What follows belongs to an exercise in optimizing a design on an open flow for small area; a production flow would make more cautious choices.
The RTL was checked by simulation tests, not by an equivalence proof against the original design.
Power figures rest on the tool's default switching activity, not on a simulated workload.

==> flow/design.v <==
`default_nettype none
package laser_pkg;
    localparam int COORD_W = 4;
    localparam int GRID_SIZE = 16;
    localparam int NUM_POINTS = 40;
    localparam int CAND_W = 8;
    localparam int CNT_W = 6;
    localparam int LANES = 3;
    localparam int SWEEP = 14;
    localparam logic [9:0] SEQ_START = 10'd216;    
    localparam logic [9:0] SEQ_LAST  = 10'd772;    
    typedef logic [COORD_W-1:0] coord_t;
    typedef logic [CNT_W-1:0] count_t;
endpackage
`default_nettype wire
`timescale 1ns/100ps
`default_nettype none
import laser_pkg::*;
module point_store
(
    input  logic        CLK,
    input  logic        load,
    input  laser_pkg::coord_t      wr_x,
    input  laser_pkg::coord_t      wr_y,
    output logic [laser_pkg::LANES-1:0][laser_pkg::COORD_W-1:0] tap_x,
    output logic [laser_pkg::LANES-1:0][laser_pkg::COORD_W-1:0] tap_y
);
    logic [NUM_POINTS-1:0][COORD_W-1:0] mem_x;
    logic [NUM_POINTS-1:0][COORD_W-1:0] mem_y;
    always_ff @(posedge CLK)
    begin
        mem_x[0] <= load ? wr_x : mem_x[NUM_POINTS-1];
        mem_y[0] <= load ? wr_y : mem_y[NUM_POINTS-1];
        for (int i = 1; i < NUM_POINTS; i++)
        begin
            mem_x[i] <= mem_x[i-1];
            mem_y[i] <= mem_y[i-1];
        end
    end
    always_comb
    begin
        for (int l = 0; l < LANES; l++)
        begin
            tap_x[l] = mem_x[NUM_POINTS-1-SWEEP*l];
            tap_y[l] = mem_y[NUM_POINTS-1-SWEEP*l];
        end
    end
endmodule
`default_nettype wire
`timescale 1ns/100ps
`default_nettype none
import laser_pkg::*;
module coverage_counter
(
    input  logic    CLK,
    input  logic [laser_pkg::LANES-1:0][laser_pkg::COORD_W-1:0] tap_x,
    input  logic [laser_pkg::LANES-1:0][laser_pkg::COORD_W-1:0] tap_y,
    input  logic [laser_pkg::LANES-1:0] lane_on,
    input  laser_pkg::coord_t  row,
    input  logic    clear,
    input  logic    second_pass,
    input  laser_pkg::coord_t  c1_x,
    input  laser_pkg::coord_t  c1_y,
    output logic [laser_pkg::GRID_SIZE-1:0][laser_pkg::CNT_W-1:0] cnt
);
    function automatic logic [3:0] near(laser_pkg::coord_t a, laser_pkg::coord_t b);
        logic [1:0] ah, bh, al, bl;
        logic       hz, hp, hm, eq, e3, lem2, gep2, lt, gt;
        ah   = a[3:2];
        bh   = b[3:2];
        al   = a[1:0];
        bl   = b[1:0];
        hz   = (ah == bh);
        hp   = (ah == bh + 2'd1) && (bh != 2'd3);
        hm   = (bh == ah + 2'd1) && (ah != 2'd3);
        eq   = (al == bl);
        lt   = (al < bl);
        gt   = (al > bl);
        e3   = (al == 2'd3 && bl == 2'd0) || (al == 2'd0 && bl == 2'd3);
        lem2 = (al == 2'd0 && bl[1]) || (al == 2'd1 && bl == 2'd3);
        gep2 = (bl == 2'd0 && al[1]) || (bl == 2'd1 && al == 2'd3);
        near[0] = hz && eq;
        near[1] = (hz && !e3) || (hp && lem2) || (hm && gep2);
        near[2] = hz || (hp && lt) || (hm && gt);
        near[3] = hz || (hp && !gt) || (hm && !lt);
    endfunction
    function automatic logic within_radius(laser_pkg::coord_t ax, laser_pkg::coord_t ay, laser_pkg::coord_t bx, laser_pkg::coord_t by);
        logic [3:0] nx;
        logic [3:0] ny;
        nx = near(ax, bx);
        ny = near(ay, by);
        within_radius = (ny[3] && nx[0]) || (ny[2] && nx[1]) || (ny[1] && nx[2]) || (ny[0] && nx[3]);
    endfunction
    logic [LANES-1:0][GRID_SIZE-1:0] mark;
    always_comb
    begin
        for (int l = 0; l < LANES; l++)
        begin
            logic [3:0] ny;
            logic       live;
            ny   = near(tap_y[l], row);
            live = lane_on[l] && !(second_pass && within_radius(tap_x[l], tap_y[l], c1_x, c1_y));
            for (int j = 0; j < GRID_SIZE; j++)
            begin
                logic [3:0] nx;
                nx = near(tap_x[l], COORD_W'(j));
                mark[l][j] = live && ((ny[3] && nx[0]) || (ny[2] && nx[1]) || (ny[1] && nx[2]) || (ny[0] && nx[3]));
            end
        end
    end
    always_ff @(posedge CLK)
    begin
        for (int j = 0; j < GRID_SIZE; j++)
        begin
            cnt[j] <= (clear ? CNT_W'(0) : cnt[j]) + CNT_W'(mark[0][j]) + CNT_W'(mark[1][j]) + CNT_W'(mark[2][j]);
        end
    end
endmodule
`default_nettype wire
`timescale 1ns/100ps
`default_nettype none
import laser_pkg::*;
module best_center_tracker
(
    input  logic    CLK,
    input  logic [laser_pkg::GRID_SIZE-1:0][laser_pkg::CNT_W-1:0] cnt,
    input  laser_pkg::coord_t  row,
    input  logic    rank,
    input  logic    keep_c1,
    output logic [laser_pkg::CAND_W-1:0] best_idx,
    output logic [laser_pkg::CAND_W-1:0] c1_idx
);
    laser_pkg::count_t  best_cnt;
    logic [GRID_SIZE-1:0] alive;
    laser_pkg::count_t    row_cnt;
    logic [3:0]           row_col;
    logic                 take;
    always_comb
    begin
        alive = '1;
        for (int b = CNT_W - 1; b >= 0; b--)
        begin
            logic any;
            any = 1'b0;
            for (int j = 0; j < GRID_SIZE; j++)
                any = any | (alive[j] & cnt[j][b]);
            row_cnt[b] = any;
            for (int j = 0; j < GRID_SIZE; j++)
                alive[j] = alive[j] & (cnt[j][b] | !any);
        end
        row_col = 4'd0;
        for (int j = GRID_SIZE - 1; j >= 0; j--)
            if (alive[j])
                row_col = 4'(j);
    end
    assign take = (row == 4'd0) || (row_cnt > best_cnt);
    always_ff @(posedge CLK)
    begin
        if (rank && take)
        begin
            best_cnt <= row_cnt;
            best_idx <= {row, row_col};
        end
        if (keep_c1)
            c1_idx <= best_idx;
    end
endmodule
`default_nettype wire
`timescale 1ns/100ps
`default_nettype none
import laser_pkg::*;
module laser_ctrl
(
    input  logic        CLK,
    input  logic        RST,
    output logic        load,
    output laser_pkg::coord_t      row,
    output logic [laser_pkg::LANES-1:0] lane_on,
    output logic        clear,
    output logic        rank,
    output logic        keep_c1,
    output logic        second_pass,
    output logic        done
);
    logic [9:0] seq;
    logic       last;
    logic       in_pass;
    logic [3:0] step;
    assign last = seq[9] && seq[8] && seq[2];
    always_ff @(posedge CLK or posedge RST)
    begin
        if (RST)
        begin
            seq  <= SEQ_START;
            done <= 1'b0;
        end
        else
        begin
            seq  <= last ? SEQ_START : seq + 1'b1;
            done <= last;
        end
    end
    assign load        = (seq[9:8] == 2'd0);
    assign second_pass = (seq[9:8] == 2'd2);
    assign in_pass     = (seq[9:8] == 2'd1) || second_pass;
    assign row         = seq[7:4];
    assign step        = seq[3:0];
    assign clear       = (step == 4'd0);
    assign rank        = in_pass && (step == 4'(SWEEP));
    assign keep_c1     = (seq[9:8] == 2'd1) && (seq[7:0] == 8'hff);
    assign lane_on[0]  = in_pass && (step < 4'(SWEEP));
    assign lane_on[1]  = in_pass && (step < 4'(SWEEP));
    assign lane_on[2]  = in_pass && (step < 4'(SWEEP - 2));
endmodule
`default_nettype wire
`timescale 1ns/100ps
`default_nettype none
import laser_pkg::*;
module laser_top
(
    input  logic    CLK,
    input  logic    RST,
    input  laser_pkg::coord_t  x,
    input  laser_pkg::coord_t  y,
    output laser_pkg::coord_t  c1x,
    output laser_pkg::coord_t  c1y,
    output laser_pkg::coord_t  c2x,
    output laser_pkg::coord_t  c2y,
    output logic    done
);
    logic        load;
    laser_pkg::coord_t row;
    logic [LANES-1:0] lane_on;
    logic        clear;
    logic        rank;
    logic        keep_c1;
    logic        second_pass;
    logic [LANES-1:0][COORD_W-1:0] tap_x;
    logic [LANES-1:0][COORD_W-1:0] tap_y;
    logic [GRID_SIZE-1:0][CNT_W-1:0] cnt;
    logic [CAND_W-1:0] best_idx;
    logic [CAND_W-1:0] c1_idx;
    laser_ctrl u_ctrl (
        .CLK, .RST, .load, .row, .lane_on, .clear, .rank, .keep_c1, .second_pass, .done
    );
    point_store u_store (
        .CLK, .load,
        .wr_x (x),
        .wr_y (y),
        .tap_x, .tap_y
    );
    coverage_counter u_counter (
        .CLK, .tap_x, .tap_y, .lane_on, .row, .clear, .second_pass,
        .c1_x (c1_idx[3:0]),
        .c1_y (c1_idx[7:4]),
        .cnt
    );
    best_center_tracker u_tracker (
        .CLK, .cnt, .row, .rank, .keep_c1, .best_idx, .c1_idx
    );
    assign c1x = done ? c1_idx[3:0] : '0;
    assign c1y = done ? c1_idx[7:4] : '0;
    assign c2x = done ? best_idx[3:0] : '0;
    assign c2y = done ? best_idx[7:4] : '0;
endmodule
`default_nettype wire
==> flow/flow/run.sh <==
#!/bin/bash
# Standard layout, logged to a file of its own.
bash standard.sh > standard.log 2>&1
==> flow/standard.sh <==
#!/bin/bash
# synth_recipe.tcl (not shown) runs the flow's synth.tcl, then flattens the netlist and writes it again
# the make line also repeats each setting of config.mk as NAME=value (left out here)
make -C /OpenROAD-flow-scripts/flow DESIGN_CONFIG=/design/flow/config.mk WORK_HOME=/design/flow/orfs CLKGATE_MAP_FILE= SYNTH_SCRIPT=/design/flow/synth_recipe.tcl "${@:-finish}"
==> flow/config.mk <==
export PLATFORM = sky130hd
export DESIGN_NAME = laser_top
export DESIGN_NICKNAME = laser_top
export VERILOG_FILES = /design/flow/design.v
export SDC_FILE = /design/flow/constraint.sdc
export NUM_CORES = 4
export LEC_CHECK = 0
export CAP_MARGIN = 20
export CORE_MARGIN = 2
export CORE_UTILIZATION = 40
export SLEW_MARGIN = 20
==> flow/constraint.sdc <==
create_clock -name core_clock -period 12.0 [get_ports {CLK}]
set_input_delay 2.4000 -clock core_clock [delete_from_list [all_inputs] [get_ports {CLK}]]
set_output_delay 2.4000 -clock core_clock [all_outputs]
set_load 0.01 [all_outputs]
==> results of run 1 <==
cells in the final DEF (no fill, tap or decap), types with 32 or more instances in the layout:
cell,Yosys,final
dfxtp_1,416,416
nor2_1,149,149
and2_1,64,64
ha_1,90,90
o21ai_0,115,114
xnor2_1,33,33
nor3_1,35,34
inv_1,104,104
nand2_1,144,143
a21oi_1,152,152
fa_1,32,32
clkbuf_16,0,48
xor2_1,64,64
nand3_1,44,44
state kept, by name, indices dropped and copies added (netlist names):
register and flops:
u_tracker.best_idx 8, u_ctrl.done 1, u_tracker.best_cnt 6, u_store.mem_x 160
u_counter.cnt 96, u_store.mem_y 160, u_tracker.c1_idx 8, u_ctrl.seq 10
cell type report:
| cell class | instances | share of cell area |
|---|---|---|
| multi-input combinational | 1281 | 0.4124 |
| clock inverter | 24 | 0.01019 |
| antenna | 1 | 0.0001192 |
| sequential | 449 | 0.4416 |
| timing repair buffer | 40 | 0.01717 |
| inverter | 105 | 0.01878 |
| clock buffer | 62 | 0.06355 |
| tap | 607 | 0.03619 |
stage by stage:
step                area (µm²)  power [mW]  std cells
finish                   20990       3.141       2569
detailed placement       19440       1.740       2482
floorplan                18640       1.697       1919
global placement         19410       1.737       2478
global route             20990       3.261       2568
CTS                      20990       3.173       2568
worst max path at each step:
stage | endpoint | cells after the start | start
floorplan | u_tracker.best_cnt[0]$_DFFE_PP_ | 33 | u_counter.cnt[5]$_DFF_P_
global placement | u_tracker.best_cnt[1]$_DFFE_PP_ | 30 | u_counter.cnt[5]$_DFF_P_
detailed placement | u_tracker.best_cnt[0]$_DFFE_PP_ | 31 | u_counter.cnt[5]$_DFF_P_
CTS | u_tracker.best_cnt[0]$_DFFE_PP_ | 31 | u_counter.cnt[5]$_DFF_P_
global route | u_tracker.best_cnt[0]$_DFFE_PP_ | 31 | u_counter.cnt[5]$_DFF_P_
finish | u_tracker.best_cnt[0]$_DFFE_PP_ | 31 | u_counter.cnt[5]$_DFF_P_
layer usage:
metal | global-route usage | up-vias | part of all wire
met3 | 0.03119 | 62 | 0.068
li1 | - | 6775 | -
met2 | 0.3147 | 539 | 0.42
met5 | 0 | - | 0
met1 | 0.3227 | 6836 | 0.49
met4 | 0.05660 | 0 | 0.018
cells by family (layout without fill, tap and decap cells):
| logic type | Yosys count | count (layout) | share of synthesized area |
|---|---|---|---|
| other cells | 0 | 1 | 0 |
| compound gates | 526 | 526 | 0.1827 |
| xor+xnor | 97 | 97 | 0.04558 |
| simple gates | 533 | 533 | 0.1381 |
| flops | 449 | 449 | 0.4973 |
| buf+inv | 189 | 231 | 0.03981 |
| mux | 3 | 3 | 0.001812 |
| fa+ha+maj | 122 | 122 | 0.09478 |
worst reg2reg max path: cells and delay by family, from the launching register on:
family / cells / cell delay, ps
buffers and inverters: 4 / 920
AO/OA/AOI/OAI: 13 / 1950
adder cells (fa/ha/maj): 1 / 220
flip-flops: 1 / 360
AND/OR/NAND/NOR: 13 / 4930
power by group:
part	switching [mW]	total, mW	internal, mW
logic	0.0856	0.131	0.0452
clock network	0.630	1.43	0.799
registers	0.0229	1.58	1.56
==> metrics.md, run 1 <==
| Metric | Value |
|---|---|
| PortBufs | `26` |
| Post-CTS Resized | `0` |
| PnR worst setup slack | `3295 ps` |
| Gpl congestion | `0.9365` |
| Final Core Density | `0.4537` |
| Die ar. | `48,340 µm²` |
| Post-synth EDFFs | `22` |
| Die Width | `219.9 µm` |
| Placeable Area | `46,260 µm²` |
| Sequential fraction of the synthesis area | `0.4973` |
| Initial Util | `0.4029` |
| Number of hold violations in the final report | `0` |
| Period utilization | `0.7255` |
| Max cap viols | `0` |
| Post-Synthesis Cells | `1,919` |
| First-pass GRT wire length | `79,180 µm` |
| DRT iter0 DRCs | `1,485` |
| Post-synth top area share | `0.4468` |
| WHS Path Cells | `0` |
| Total GRT Usage | `0.2133` |
| Commonest cells post-synth | `dfxtp_1 (416), a21oi_1 (152), nor2_1 (149), nand2_1 (144), o21ai_0 (115)` |
| Worst Tran Pin Value | `1080 ps` |
| Synth unique cells | `84` |
| Crit path max-delay family | `simple AND/OR/NAND/NOR gates` |
| Area of the multi-input gates | `8655 µm²` |
| Fill cells | `4,398` |
| Reg-to-reg endpoint | `u_tracker.best_cnt[0]$_DFFE_PP_` |
| Slew HR | `0.2803` |
| FP Rows | `79` |
| Max clock buf depth | `3` |
| Worst reg2reg setup slack | `3290 ps` |
| Peak Freq | `114.9 MHz` |
| Final Hold Slack | `298.2 ps` |
| Worst R2R Path Depth | `31` |
| Max rail drop VDD | `166.3 µV` |
| Number of remaining DRC errors | `0` |
| CP max-delay cell | `and2_1` |
| Prevailing post-synth register cell | `dfxtp_1` |
| # setup viols final | `0` |
| Synth area leader | `dfxtp_1` |
| Yosys reg bits | `449` |
| Pre-CTS setup slack | `3398 ps` |
| Cell repeated most along the worst path | `a21oi_1` |
| Number of global-route vias before repair | `13,470` |
| Postcts setup bufs | `0` |
| Routed Antenna Nets | `0` |
| Initial antenna violation count | `0` |
| CP Class | `register to register` |
| Ratio of cells with drive above 1 in the final layout | `0.06476` |
| Worst-path clk slew | `70 ps` |
| Root Buffer | `clkbuf_16` |
| Status | `complete, no violations` |
| Hold path startpoint | `u_store.mem_x[153]$_DFF_P_` |
| Net Count, Synth | `2,051` |
| Worst Hold Class | `register to register` |
| Clock latency (worst-skew pair) | `610 ps` |
| Detailed Route WL | `51,020 µm` |
| Post-synth design cell area | `18,640 µm²` |
| Pwr Density | `149.7 nW/µm²` |
| Hold buffers post-CTS | `0` |
| Drt first pass iters | `6` |
| Fin crit period | `8705 ps` |
| Htree depth | `2` |
| Bufs and invs on worst path | `4` |
| Worst reg2reg path startpoint | `u_counter.cnt[5]$_DFF_P_` |
| CTS Sinks | `449` |
| Peak per-stage delay on the critical path | `700 ps` |
| Top area cells in the synthesized netlist | `dfxtp_1 (45%), ha_1 (6.0%), a21oi_1 (4.1%), edfxtp_1 (3.5%), fa_1 (3.4%)` |
| Max Slew Vio Count | `0` |
| Drt via density | `5.532` |
| FFs w/ async S/R, synth | `0.02450` |
| Total gr overflow | `0` |
| CTS tree | `built` |
| RSZ-0062 raised after global routing | `no` |
| Most frequent cell after synthesis | `dfxtp_1` |
| CP Data Required Time | `12,280 ps` |
| Avg Inst Size Synth | `9.713 µm²` |
| Vias | `14,210` |
| Synth warnings | `4` |
| Routed len/inst | `19.86 µm` |
| Sum Neg Setup Slack | `0 ps` |
| CP Capture Type | `register` |
| Pin count of the biggest net entering global routing | `50` |
| Layout area overhead | `12.60%` |
| Setup crit start kind | `register` |
| Height of the die | `219.9 µm` |
| Hold EP | `u_store.mem_x[157]$_DFF_P_` |
| Layout Skew | `37.62 ps` |
| Static leakage | `8.700 nW` |
| Critical Path AT | `8980 ps` |
| I/O pins | `27` |
| Cts bufs inserted | `47` |
| Reg area | `9269 µm²` |
| Final Net Count | `2,056` |
| CP max FO | `22` |
| Dpl hpwl | `37,600 µm` |
==> inputs of run 2 (changes only) <==
==> flow/run.sh (new file) <==
#!/bin/bash
# synth_recipe.tcl (not shown) runs the flow's synth.tcl, then flattens the netlist and writes it again
# the make line also repeats each setting of config.mk as NAME=value (left out here)
make -C /OpenROAD-flow-scripts/flow DESIGN_CONFIG=/design/flow/config.mk WORK_HOME=/design/flow/orfs CLKGATE_MAP_FILE= SYNTH_SCRIPT=/design/flow/synth_recipe.tcl finish
removed: flow/flow/run.sh
removed: flow/standard.sh
==> run 2 against run 1 <==
Net effect:
- still clean
- worst setup slack unchanged
- via count did not move
- synthesized area stayed put
- clock skew unchanged
- register-to-register slack about the same
- clock power is essentially flat
- maximum frequency stayed put
- utilization stayed put
- synthesized cell count stayed put
- count of clock-buffer cells in the layout did not move
- flip-flop and latch count unchanged
- highest routed layer unchanged
==> metrics.md, run 2 <==
| Metric | Value |
|---|---|
| Simple-gate portion of the synthesized area | `0.1381` |
| Prevailing post-synth register cell | `dfxtp_1` |
| Root Buffer | `clkbuf_16` |
| # setup viols final | `0` |
| Mux contribution to synthesized area | `0.001812` |
| Number of global-route vias before repair | `13,470` |
| Die Width | `219.9 µm` |
| Dpl hpwl | `37,600 µm` |
| Post-CTS Resized | `0` |
| DRT iter0 DRCs | `1,485` |
| Pin count of the biggest net entering global routing | `50` |
| Initial Util | `0.4029` |
| Height of the die | `219.9 µm` |
| Max cap viols | `0` |
| Hold path startpoint | `u_store.mem_x[153]$_DFF_P_` |
| Slew HR | `0.2803` |
| Post-Synth XOR/XNOR Area | `0.04558` |
| Worst Hold Class | `register to register` |
| CP max-delay cell | `and2_1` |
| Synth warnings | `4` |
| Post-synth design cell area | `18,640 µm²` |
| Layout Skew | `37.62 ps` |
| Net Count, Synth | `2,051` |
| Fin crit period | `8705 ps` |
| Most frequent cell after synthesis | `dfxtp_1` |
| Postcts setup bufs | `0` |
| Htree depth | `2` |
| Number of hold violations in the final report | `0` |
| Commonest cells post-synth | `dfxtp_1 (416), a21oi_1 (152), nor2_1 (149), nand2_1 (144), o21ai_0 (115)` |
| Gpl congestion | `0.9365` |
| Worst reg2reg path startpoint | `u_counter.cnt[5]$_DFF_P_` |
| Placeable Area | `46,260 µm²` |
| Synth unique cells | `84` |
| Main combinational cell family by area after synthesis | `compound AO/OA/AOI/OAI gates` |
| Layout area overhead | `12.60%` |
| Yosys reg bits | `449` |
| Critical Path AT | `8980 ps` |
| Final Net Count | `2,056` |
| Cts bufs inserted | `47` |
| Worst R2R Path Depth | `31` |
| Hold EP | `u_store.mem_x[157]$_DFF_P_` |
| PortBufs | `26` |
| Commonest cells after routing, fill and taps aside | `dfxtp_1 (416), a21oi_1 (152), nor2_1 (149), nand2_1 (143), o21ai_0 (114)` |
| Worst-path clk slew | `70 ps` |
| Max rail drop VDD | `166.3 µV` |
| I/O pins | `27` |
| Peak Freq | `114.9 MHz` |
| Compound-Gate Fraction of Synth Area | `0.1827` |
| Static leakage | `8.700 nW` |
| Post-synth EDFFs | `22` |
| Routed len/inst | `19.86 µm` |
| PnR worst setup slack | `3295 ps` |
| CTS tree | `built` |
| Pre-CTS setup slack | `3398 ps` |
| Drt first pass iters | `6` |
| Peak per-stage delay on the critical path | `700 ps` |
| Avg Inst Size Synth | `9.713 µm²` |
| Switching Fraction | `0.2352` |
| Number of remaining DRC errors | `0` |
| Sequential fraction of the synthesis area | `0.4973` |
| WHS Path Cells | `0` |
| Top area cells in the synthesized netlist | `dfxtp_1 (45%), ha_1 (6.0%), a21oi_1 (4.1%), edfxtp_1 (3.5%), fa_1 (3.4%)` |
| Worst reg2reg setup slack | `3290 ps` |
| Cell Int Power | `2.403 mW` |
| Period utilization | `0.7255` |
| Comb power frac | `0.042` |
| Cell repeated most along the worst path | `a21oi_1` |
| Worst Tran Pin Value | `1080 ps` |
| Total GRT Usage | `0.2133` |
| Ratio of cells with drive above 1 in the final layout | `0.06476` |
| GRT met3 Usage | `0.03119` |
| RSZ-0062 raised after global routing | `no` |
| Total gr overflow | `0` |
| Drt via density | `5.532` |
| CP max FO | `22` |
| CP Data Required Time | `12,280 ps` |
| FP Rows | `79` |
| Status | `complete, no violations` |
| GRT Max-Usage Layer | `met1` |
| Sum Neg Setup Slack | `0 ps` |
| Max clock buf depth | `3` |
| Reg-to-reg endpoint | `u_tracker.best_cnt[0]$_DFFE_PP_` |
| Hold buffers post-CTS | `0` |
| Global Route met1 Usage | `0.3227` |
| Grt met2 use | `0.3147` |
| FFs w/ async S/R, synth | `0.02450` |
| First-pass GRT wire length | `79,180 µm` |
| Post-Synthesis Cells | `1,919` |
| Synth area leader | `dfxtp_1` |
| Max Slew Vio Count | `0` |
| Setup crit start kind | `register` |
| Routed Antenna Nets | `0` |
| CP Class | `register to register` |
| Pwr Density | `149.7 nW/µm²` |
| Largest regs | `u_store.mem_x: 160 flops, u_store.mem_y: 160 flops, u_counter.cnt: 96 flops` |
| Most common cell after layout, fill and taps aside | `dfxtp_1` |
| Detailed Route WL | `51,020 µm` |
| Die ar. | `48,340 µm²` |
| CP Capture Type | `register` |
| P_sw | `0.7387 mW` |
| Vias | `14,210` |
| Post-synth top area share | `0.4468` |
| Clock latency (worst-skew pair) | `610 ps` |
| Adder-Cell Fraction of Synth Area | `0.09478` |
| Initial antenna violation count | `0` |
| Sequential power share | `0.503` |
| CTS Sinks | `449` |
| Clock Power Share | `0.455` |
run 2: cell counts after synthesis:
No cell type changed its count.
run 2: cell type report:
type,count,area (µm²)
antenna,1,2.502
clock buffer,62,1334
clock inverter,24,214.0
fill,4398,25270
inverter,105,394.1
multi-input combinational,1281,8655
sequential,449,9269
tap,607,759.5
timing repair buffer,40,360.3
run 2: power groups by stage:
stage                     clock [mW]  combinational [mW]  sequential, mW
after global placement             0               0.124            1.61
after global routing            1.53               0.143            1.59
final                           1.43               0.131            1.58
after floorplan                    0              0.0937            1.60
after CTS                       1.46               0.126            1.58
after detailed placement           0               0.125            1.61
run 2: critical path: cells and delay by family, from the launching register on:
family,cells,cell delay (ps)
adders and majority gates,1,210
buffers and inverters,4,920
AOI/OAI and AO/OA,13,1950
and+or+nand+nor,13,4910
DFF,1,360
run 2: worst max-delay path by stage:
| stage | startpoint | end | slack (ps) | cells after the start |
|---|---|---|---|---|
| 6_report | u_counter.cnt[5]$_DFF_P_ | u_tracker.best_cnt[0]$_DFFE_PP_ | 3290 | 31 |
| 3_5_place_dp | u_counter.cnt[5]$_DFF_P_ | u_tracker.best_cnt[0]$_DFFE_PP_ | 3400 | 31 |
| 5_1_grt | u_counter.cnt[5]$_DFF_P_ | u_tracker.best_cnt[0]$_DFFE_PP_ | 2580 | 31 |
| 2_1_floorplan | u_counter.cnt[5]$_DFF_P_ | u_tracker.best_cnt[0]$_DFFE_PP_ | 4360 | 33 |
| 3_3_place_gp | u_counter.cnt[5]$_DFF_P_ | u_tracker.best_cnt[1]$_DFFE_PP_ | 3400 | 30 |
| 4_1_cts | u_counter.cnt[5]$_DFF_P_ | u_tracker.best_cnt[0]$_DFFE_PP_ | 3350 | 31 |
run 2: per-layer routing:
layer	routed length (µm)	vias up
met5	0	-
met4	925	0
met3	3480	62
met2	21680	539
met1	24930	6836
li1	-	6775
run 2: kinds of logic (layout without fill, tap and decap cells):
| logic type | after synthesis | in the layout |
|---|---|---|
| mux | 3 | 3 |
| buf+inv | 189 | 231 |
| other cells | 0 | 1 |
| flops | 449 | 449 |
| simple gates | 533 | 533 |
| fa+ha+maj | 122 | 122 |
| compound gates | 526 | 526 |
| xor+xnor | 97 | 97 |
run 2: per-stage QoR:
step | hold WS, ps | power [mW] | utilization | cells | area, µm²
after floorplan | 309.6 | 1.697 | - | 1919 | 18640
after global placement | 309.8 | 1.737 | 0.4196 | 2478 | 19410
after detailed placement | 312.1 | 1.740 | 0.4202 | 2482 | 19440
after CTS | 298.7 | 3.173 | 0.4536 | 2568 | 20990
after global routing | 316.3 | 3.261 | 0.4536 | 2568 | 20990
final | 298.2 | 3.141 | 0.4537 | 2569 | 20990
==> inputs of run 3 (changes only) <==
--- a/flow/config.mk
+++ b/flow/config.mk
@@ -8,4 +8,7 @@
 export CAP_MARGIN = 20
 export CORE_MARGIN = 2
 export CORE_UTILIZATION = 40
+export CTS_BUF_LIST = sky130_fd_sc_hd__clkbuf_8
+export CTS_CLUSTER_DIAMETER = 50
+export CTS_CLUSTER_SIZE = 16
 export SLEW_MARGIN = 20
==> run 3 against run 2 <==
Net effect:
- final area down 3.1%
- clock skew shrank 6.7 ps
- flip-flop and latch count did not move
- hold slack better by 12 ps
- worst setup slack worse by 16 ps
- routed wire length is 1.3% lower
- largest cell class unchanged
- critical path type unchanged
- still clean on timing, DRC and antenna
- final cell count shrank 0.58%
- die area unchanged
==> metrics.md, run 3 <==
| Metric | Value |
|---|---|
| Fin crit period | `8721 ps` |
| GRT met3 Usage | `0.02595` |
| Status | `complete, no violations` |
| Routed Antenna Nets | `0` |
| Placeable Area | `46,260 µm²` |
| Pwr Density | `131.5 nW/µm²` |
| PortBufs | `26` |
| Max rail drop VDD | `129.1 µV` |
| Pre-CTS setup slack | `3398 ps` |
| Net Count, Synth | `2,051` |
| Post-Synthesis Cells | `1,919` |
| CTS Sinks | `449` |
| Gpl congestion | `0.9365` |
| Detailed Route WL | `50,350 µm` |
| Synth area leader | `dfxtp_1` |
| DRT iter0 DRCs | `1,537` |
| Max cap viols | `0` |
| Post-CTS Resized | `0` |
| Sequential fraction of the synthesis area | `0.4973` |
| Static leakage | `8.402 nW` |
| Root Buffer | `clkbuf_8` |
| Placement Cell Area | `19,440 µm²` |
| Max Slew Vio Count | `0` |
| Max clock buf depth | `3` |
| CP max FO | `22` |
| Drt first pass iters | `6` |
| Synth warnings | `4` |
| Final Instance Area | `20,340 µm²` |
| FP Rows | `79` |
| Number of hold violations in the final report | `0` |
| Layout Skew | `30.95 ps` |
| Yosys reg bits | `449` |
| Total gr overflow | `0` |
| Peak per-stage delay on the critical path | `690 ps` |
| GRT Max-Usage Layer | `met1` |
| CTS tree | `built` |
| Top area cells in the synthesized netlist | `dfxtp_1 (45%), ha_1 (6.0%), a21oi_1 (4.1%), edfxtp_1 (3.5%), fa_1 (3.4%)` |
| Placed insts | `2,482` |
| Worst Tran Pin Value | `1073 ps` |
| Pin count of the biggest net entering global routing | `50` |
| Height of the die | `219.9 µm` |
| First-pass GRT wire length | `77,960 µm` |
| Initial Util | `0.4029` |
| PnR worst setup slack | `3279 ps` |
| CP max-delay cell | `and2_1` |
| Grt met2 use | `0.3100` |
| Die ar. | `48,340 µm²` |
| Drt via density | `5.546` |
| CP Class | `register to register` |
| Avg Inst Size Synth | `9.713 µm²` |
| Commonest cells after routing, fill and taps aside | `dfxtp_1 (416), a21oi_1 (152), nor2_1 (149), nand2_1 (143), o21ai_0 (114)` |
| Fin cells | `2,554` |
| Synth unique cells | `84` |
| Worst Hold Class | `register to register` |
| Largest regs | `u_store.mem_x: 160 flops, u_store.mem_y: 160 flops, u_counter.cnt: 96 flops` |
| CP Data Required Time | `12,330 ps` |
| Clock latency (worst-skew pair) | `640 ps` |
| Commonest cells post-synth | `dfxtp_1 (416), a21oi_1 (152), nor2_1 (149), nand2_1 (144), o21ai_0 (115)` |
| Die Width | `219.9 µm` |
| Layout area overhead | `9.149%` |
| Prevailing post-synth register cell | `dfxtp_1` |
| Peak Freq | `114.7 MHz` |
| CP Capture Type | `register` |
| Most frequent cell after synthesis | `dfxtp_1` |
| Htree depth | `2` |
| Most common cell after layout, fill and taps aside | `dfxtp_1` |
| Routed len/inst | `19.72 µm` |
| Post-synth top area share | `0.4468` |
| Final Net Count | `2,054` |
| Number of global-route vias before repair | `13,340` |
| Cell repeated most along the worst path | `a21oi_1` |
| Post-synth EDFFs | `22` |
| Dpl hpwl | `37,600 µm` |
| Post-synth design cell area | `18,640 µm²` |
| Worst-path clk slew | `90 ps` |
| Total power | `2.675 mW` |
| Number of remaining DRC errors | `0` |
| Global Route met1 Usage | `0.3195` |
| Cts bufs inserted | `45` |
| FFs w/ async S/R, synth | `0.02450` |
| Postcts setup bufs | `0` |
| RSZ-0062 raised after global routing | `no` |
| Period utilization | `0.7268` |
| Slew HR | `0.2844` |
| Critical Path AT | `9050 ps` |
| Setup crit start kind | `register` |
| Sum Neg Setup Slack | `0 ps` |
| # setup viols final | `0` |
| Total GRT Usage | `0.2097` |
| I/O pins | `27` |
| Hold buffers post-CTS | `0` |
| Vias | `14,170` |
| Initial antenna violation count | `0` |
| Ratio of cells with drive above 1 in the final layout | `0.05910` |
run 3: metal layers:
layer | wire length, µm | part of all wire
met4 | 1005 | 0.020
met3 | 3330 | 0.066
met5 | 0 | 0
met1 | 24700 | 0.49
met2 | 21310 | 0.42
run 3: worst paths after layout:
check	depth (start not counted)	end	slack, ps	start
setup / recovery	31	u_tracker.best_cnt[0]$_DFFE_PP_	3280	u_counter.cnt[23]$_DFF_P_
hold / removal	0	u_store.mem_y[112]$_DFF_P_	310	u_store.mem_y[108]$_DFF_P_
setup reg to reg	31	u_tracker.best_cnt[0]$_DFFE_PP_	3280	u_counter.cnt[23]$_DFF_P_
hold reg to reg	0	u_store.mem_y[112]$_DFF_P_	310	u_store.mem_y[108]$_DFF_P_
max in group asynchronous	2	u_ctrl.seq[4]$_DFF_PP1_	9570	RST
min in group asynchronous	2	u_ctrl.seq[8]$_DFF_PP0_	2090	RST
run 3: stage by stage:
step	utilization	hold slack (ps)
after CTS	0.4397	314.3
after detailed placement	0.4202	312.1
final	0.4398	309.9
after global placement	0.4196	309.8
after floorplan	-	309.6
after global routing	0.4397	307.4
run 3: power by group:
part | total, mW | switching, mW | leakage (nW) | internal [mW]
logic | 0.130 | 0.0852 | 4.12 | 0.0452
registers | 1.58 | 0.0226 | 3.83 | 1.56
clock network | 0.965 | 0.553 | 0.461 | 0.413
total | 2.68 | 0.660 | 8.40 | 2.01
run 3: logic make-up (layout without fill, tap and decap cells):
logic type,count (synthesis),in the layout,share of synthesized area
other,0,1,0
multiplexers,3,3,0.001812
AND/OR/NAND/NOR,533,533,0.1381
adder cells (fa/ha/maj),122,122,0.09478
flip-flops,449,449,0.4973
buffers and inverters,189,216,0.03981
AO/OA/AOI/OAI,526,526,0.1827
XOR/XNOR,97,97,0.04558
run 3: layout make-up:
class                           instances  area [µm²]
Antenna cell                            1       2.502
Clock buffer                           47       646.9
Clock inverter                         24       257.7
Fill cell                            4487       25910
Inverter                              105       394.1
Multi-Input combinational cell       1281        8655
Sequential cell                       449        9269
Tap cell                              607       759.5
Timing Repair Buffer                   40       360.3
run 3: critical path, delay by kind of cell, from the launching register on:
kind	cells	cell delay, ps
buffers and inverters	4	930
adder cells (fa/ha/maj)	1	210
AO/OA/AOI/OAI	13	1990
AND/OR/NAND/NOR	13	4870
flip-flops	1	380
==> inputs of run 4 (changes only) <==
--- a/flow/config.mk
+++ b/flow/config.mk
@@ -8,7 +8,7 @@
 export CAP_MARGIN = 20
 export CORE_MARGIN = 2
 export CORE_UTILIZATION = 40
-export CTS_BUF_LIST = sky130_fd_sc_hd__clkbuf_8
-export CTS_CLUSTER_DIAMETER = 50
-export CTS_CLUSTER_SIZE = 16
+export CTS_BUF_LIST = sky130_fd_sc_hd__clkbuf_4 sky130_fd_sc_hd__clkbuf_8
+export CTS_CLUSTER_DIAMETER = 40
+export CTS_CLUSTER_SIZE = 10
 export SLEW_MARGIN = 20
==> run 4 against run 3 <==
Net effect:
- still clean on timing, DRC and antenna
- routed wire length increased by 0.70%
- utilization grew 1.1 points
- synthesized area stayed put
- maximum frequency up 0.25%
- critical path depth unchanged
- count of clock-buffer cells in the layout up 32
- first-iteration DRC count rose by 3.6%
- via count is 0.88% higher
- combinational power hardly changed
- die area is the same
- sequential power hardly changed
- sequential share of layout area is 1.1 points lower
- critical path type unchanged
- critical endpoint is now u_tracker.best_idx[3]$_SDFFCE_PP0P_
- largest power group unchanged
- highest routed layer unchanged
==> metrics.md, run 4 <==
| Metric | Value |
|---|---|
| Top area cells in the synthesized netlist | `dfxtp_1 (45%), ha_1 (6.0%), a21oi_1 (4.1%), edfxtp_1 (3.5%), fa_1 (3.4%)` |
| Avg Inst Size Synth | `9.713 µm²` |
| Htree depth | `3` |
| Setup crit start kind | `register` |
| Fin crit period | `8700 ps` |
| Ratio of cells with drive above 1 in the final layout | `0.07583` |
| WHS Path Cells | `0` |
| Initial antenna violation count | `1` |
| Cell repeated most along the worst path | `a21oi_1` |
| Comb power frac | `0.043` |
| CP max FO | `22` |
| Routed len/inst | `19.60 µm` |
| Final Net Count | `2,076` |
| CTS Sinks | `449` |
| GRT met3 Usage | `0.03326` |
| Drt first pass iters | `6` |
| CP Class | `register to register` |
| Worst Tran Pin Value | `1065 ps` |
| Yosys reg bits | `449` |
| FP Rows | `79` |
| Post-synth top area share | `0.4468` |
| Synth warnings | `4` |
| Sum Neg Setup Slack | `0 ps` |
| Height of the die | `219.9 µm` |
| Prevailing post-synth register cell | `dfxtp_1` |
| Max rail drop VDD | `126.2 µV` |
| Peak per-stage delay on the critical path | `690 ps` |
| Worst-path clk slew | `70 ps` |
| # setup viols final | `0` |
| Synth area leader | `dfxtp_1` |
| Worst Hold Class | `register to register` |
| PortBufs | `26` |
| Routed Antenna Nets | `0` |
| Worst reg2reg path startpoint | `u_counter.cnt[11]$_DFF_P_` |
| Placement Cell Area | `19,440 µm²` |
| CP Capture Type | `register` |
| Max Slew Vio Count | `0` |
| Worst reg2reg setup slack | `3300 ps` |
| Synth unique cells | `84` |
| I/O pins | `27` |
| Final Instance Area | `20,840 µm²` |
| Dpl hpwl | `37,600 µm` |
| Hold buffers post-CTS | `0` |
| Most frequent cell after synthesis | `dfxtp_1` |
| Layout area overhead | `11.81%` |
| Post-Synthesis Cells | `1,919` |
| Initial Util | `0.4029` |
| Clock Power Share | `0.435` |
| Max clock buf depth | `3` |
| Post-CTS Resized | `0` |
| Period utilization | `0.7250` |
| P_sw | `0.6890 mW` |
| Number of global-route vias before repair | `13,500` |
| Pin count of the biggest net entering global routing | `50` |
| Gpl congestion | `0.9365` |
| Largest regs | `u_store.mem_x: 160 flops, u_store.mem_y: 160 flops, u_counter.cnt: 96 flops` |
| Commonest cells after routing, fill and taps aside | `dfxtp_1 (416), a21oi_1 (152), nor2_1 (149), nand2_1 (143), o21ai_0 (114)` |
| Switching Fraction | `0.2276` |
| Root Buffer | `clkbuf_8` |
| Hold EP | `u_store.mem_y[43]$_DFF_P_` |
| Detailed Route WL | `50,710 µm` |
| Most common cell after layout, fill and taps aside | `dfxtp_1` |
| Reg-to-reg endpoint | `u_tracker.best_idx[3]$_SDFFCE_PP0P_` |
| Worst R2R Path Depth | `31` |
| Layout Skew | `36.26 ps` |
| Postcts setup bufs | `0` |
| Post-synth design cell area | `18,640 µm²` |
| DRT iter0 DRCs | `1,593` |
| CP Data Required Time | `12,350 ps` |
| GRT Max-Usage Layer | `met1` |
| FFs w/ async S/R, synth | `0.02450` |
| Total GRT Usage | `0.2128` |
| Number of remaining DRC errors | `0` |
| First-pass GRT wire length | `78,500 µm` |
| Clock latency (worst-skew pair) | `660 ps` |
| Slew HR | `0.2899` |
| Cts bufs inserted | `67` |
| Placeable Area | `46,260 µm²` |
| RSZ-0062 raised after global routing | `no` |
| Final Core Density | `0.4505` |
| Die Width | `219.9 µm` |
| Crit path max-delay family | `simple AND/OR/NAND/NOR gates` |
| CP max-delay cell | `and2_1` |
| Number of hold violations in the final report | `0` |
| Vias | `14,290` |
| Critical Path AT | `9050 ps` |
| Commonest cells post-synth | `dfxtp_1 (416), a21oi_1 (152), nor2_1 (149), nand2_1 (144), o21ai_0 (115)` |
| Grt met2 use | `0.3112` |
| Sequential fraction of the synthesis area | `0.4973` |
| Static leakage | `8.656 nW` |
| Global Route met1 Usage | `0.3186` |
| Bufs and invs on worst path | `4` |
| Peak Freq | `114.9 MHz` |
| Post-synth EDFFs | `22` |
| Max cap viols | `0` |
| Sequential power share | `0.522` |
| CTS tree | `built` |
| Net Count, Synth | `2,051` |
| Drt via density | `5.524` |
| Die ar. | `48,340 µm²` |
| Total gr overflow | `0` |
| Hold path startpoint | `u_store.mem_y[39]$_DFF_P_` |
| Status | `complete, no violations` |
| Cell Int Power | `2.338 mW` |
| Pwr Density | `145.2 nW/µm²` |
## run 4: cell counts after synthesis
No cell type changed its count.
## run 4: worst max-delay path by stage
stage / startpoint / endpoint / slack [ps] / depth (start not counted)
3_3_place_gp: u_counter.cnt[5]$_DFF_P_ / u_tracker.best_cnt[1]$_DFFE_PP_ / 3400 / 30
5_1_grt: u_counter.cnt[5]$_DFF_P_ / u_tracker.best_idx[0]$_SDFFCE_PP0P_ / 2580 / 31
4_1_cts: u_counter.cnt[23]$_DFF_P_ / u_tracker.best_idx[0]$_SDFFCE_PP0P_ / 3380 / 31
6_report: u_counter.cnt[11]$_DFF_P_ / u_tracker.best_idx[3]$_SDFFCE_PP0P_ / 3300 / 31
2_1_floorplan: u_counter.cnt[5]$_DFF_P_ / u_tracker.best_cnt[0]$_DFFE_PP_ / 4360 / 33
3_5_place_dp: u_counter.cnt[5]$_DFF_P_ / u_tracker.best_cnt[0]$_DFFE_PP_ / 3400 / 31
## run 4: power groups by stage
stage	clock network (mW)	logic (mW)	registers, mW
after floorplan	0	0.0937	1.60
after global placement	0	0.124	1.61
after detailed placement	0	0.125	1.61
after CTS	1.36	0.126	1.58
after global routing	1.42	0.143	1.59
final	1.32	0.130	1.58
## run 4: layout make-up
| class | instances | area [µm²] |
|---|---|---|
| fill | 4435 | 25420 |
| sequential | 449 | 9269 |
| multi-input combinational | 1281 | 8655 |
| clock buffer | 79 | 1044 |
| tap | 607 | 759.5 |
| inverter | 105 | 394.1 |
| timing repair buffer | 40 | 360.3 |
| clock inverter | 24 | 355.3 |
| antenna | 2 | 5.005 |
## run 4: kinds of logic after synthesis
logic type / synth area share
xor gates and xnor gates: 0.04558
AOI/OAI and AO/OA: 0.1827
DFF: 0.4973
adders and majority gates: 0.09478
buffers and inverters: 0.03981
and+or+nand+nor: 0.1381
muxes: 0.001812
## run 4: routing by layer
layer / up-vias / part of all wire
met3: 64 / 0.071
li1: 6802 / -
met4: 0 / 0.020
met1: 6862 / 0.48
met2: 562 / 0.43
met5: - / 0
## run 4: per-stage QoR
step	hold WS [ps]	total power, mW	setup WS [ps]	std cells
after floorplan	309.6	1.697	4360	1919
after global placement	309.8	1.737	3396	2478
after detailed placement	312.1	1.740	3398	2482
after CTS	313.5	3.070	3381	2585
after global routing	312.9	3.147	2579	2586
final	314.5	3.027	3300	2587

==> separate check: timing with driven ports <==
Ports are ideal in the flow. The routed layouts listed here were re-timed in OpenROAD. Step 1: set_driving_cell puts a clkbuf_16 on CLK and a buf_2 on each other input, an assumption about the parent block. Step 2, shift: input delay + t, output delay - t, t = (earliest + latest rising clock arrival at the registers) / 2. This alone moves slack from input paths to output paths. a / b / c = ideal ports / drivers / drivers and shift; a / b = the first two.
run | t, ns | slack for setup (ns) | clock arrival spread, ns | slew at the worst register clock pin (ns) | worst data-port slew with drivers (ns)
run 1 | 0.646 | 3.295 / 3.295 / 3.295 | 0.038 / 0.038 | 0.07 / 0.07 | 0.04
run 2 | 0.646 | 3.295 / 3.295 / 3.295 | 0.038 / 0.038 | 0.07 / 0.07 | 0.04
run 3 | 0.678 | 3.279 / 3.279 / 3.279 | 0.034 / 0.034 | 0.09 / 0.09 | 0.04
run 4 | 0.699 | 3.300 / 3.300 / 3.300 | 0.043 / 0.043 | 0.07 / 0.07 | 0.04
After both steps every run listed still meets setup and hold.
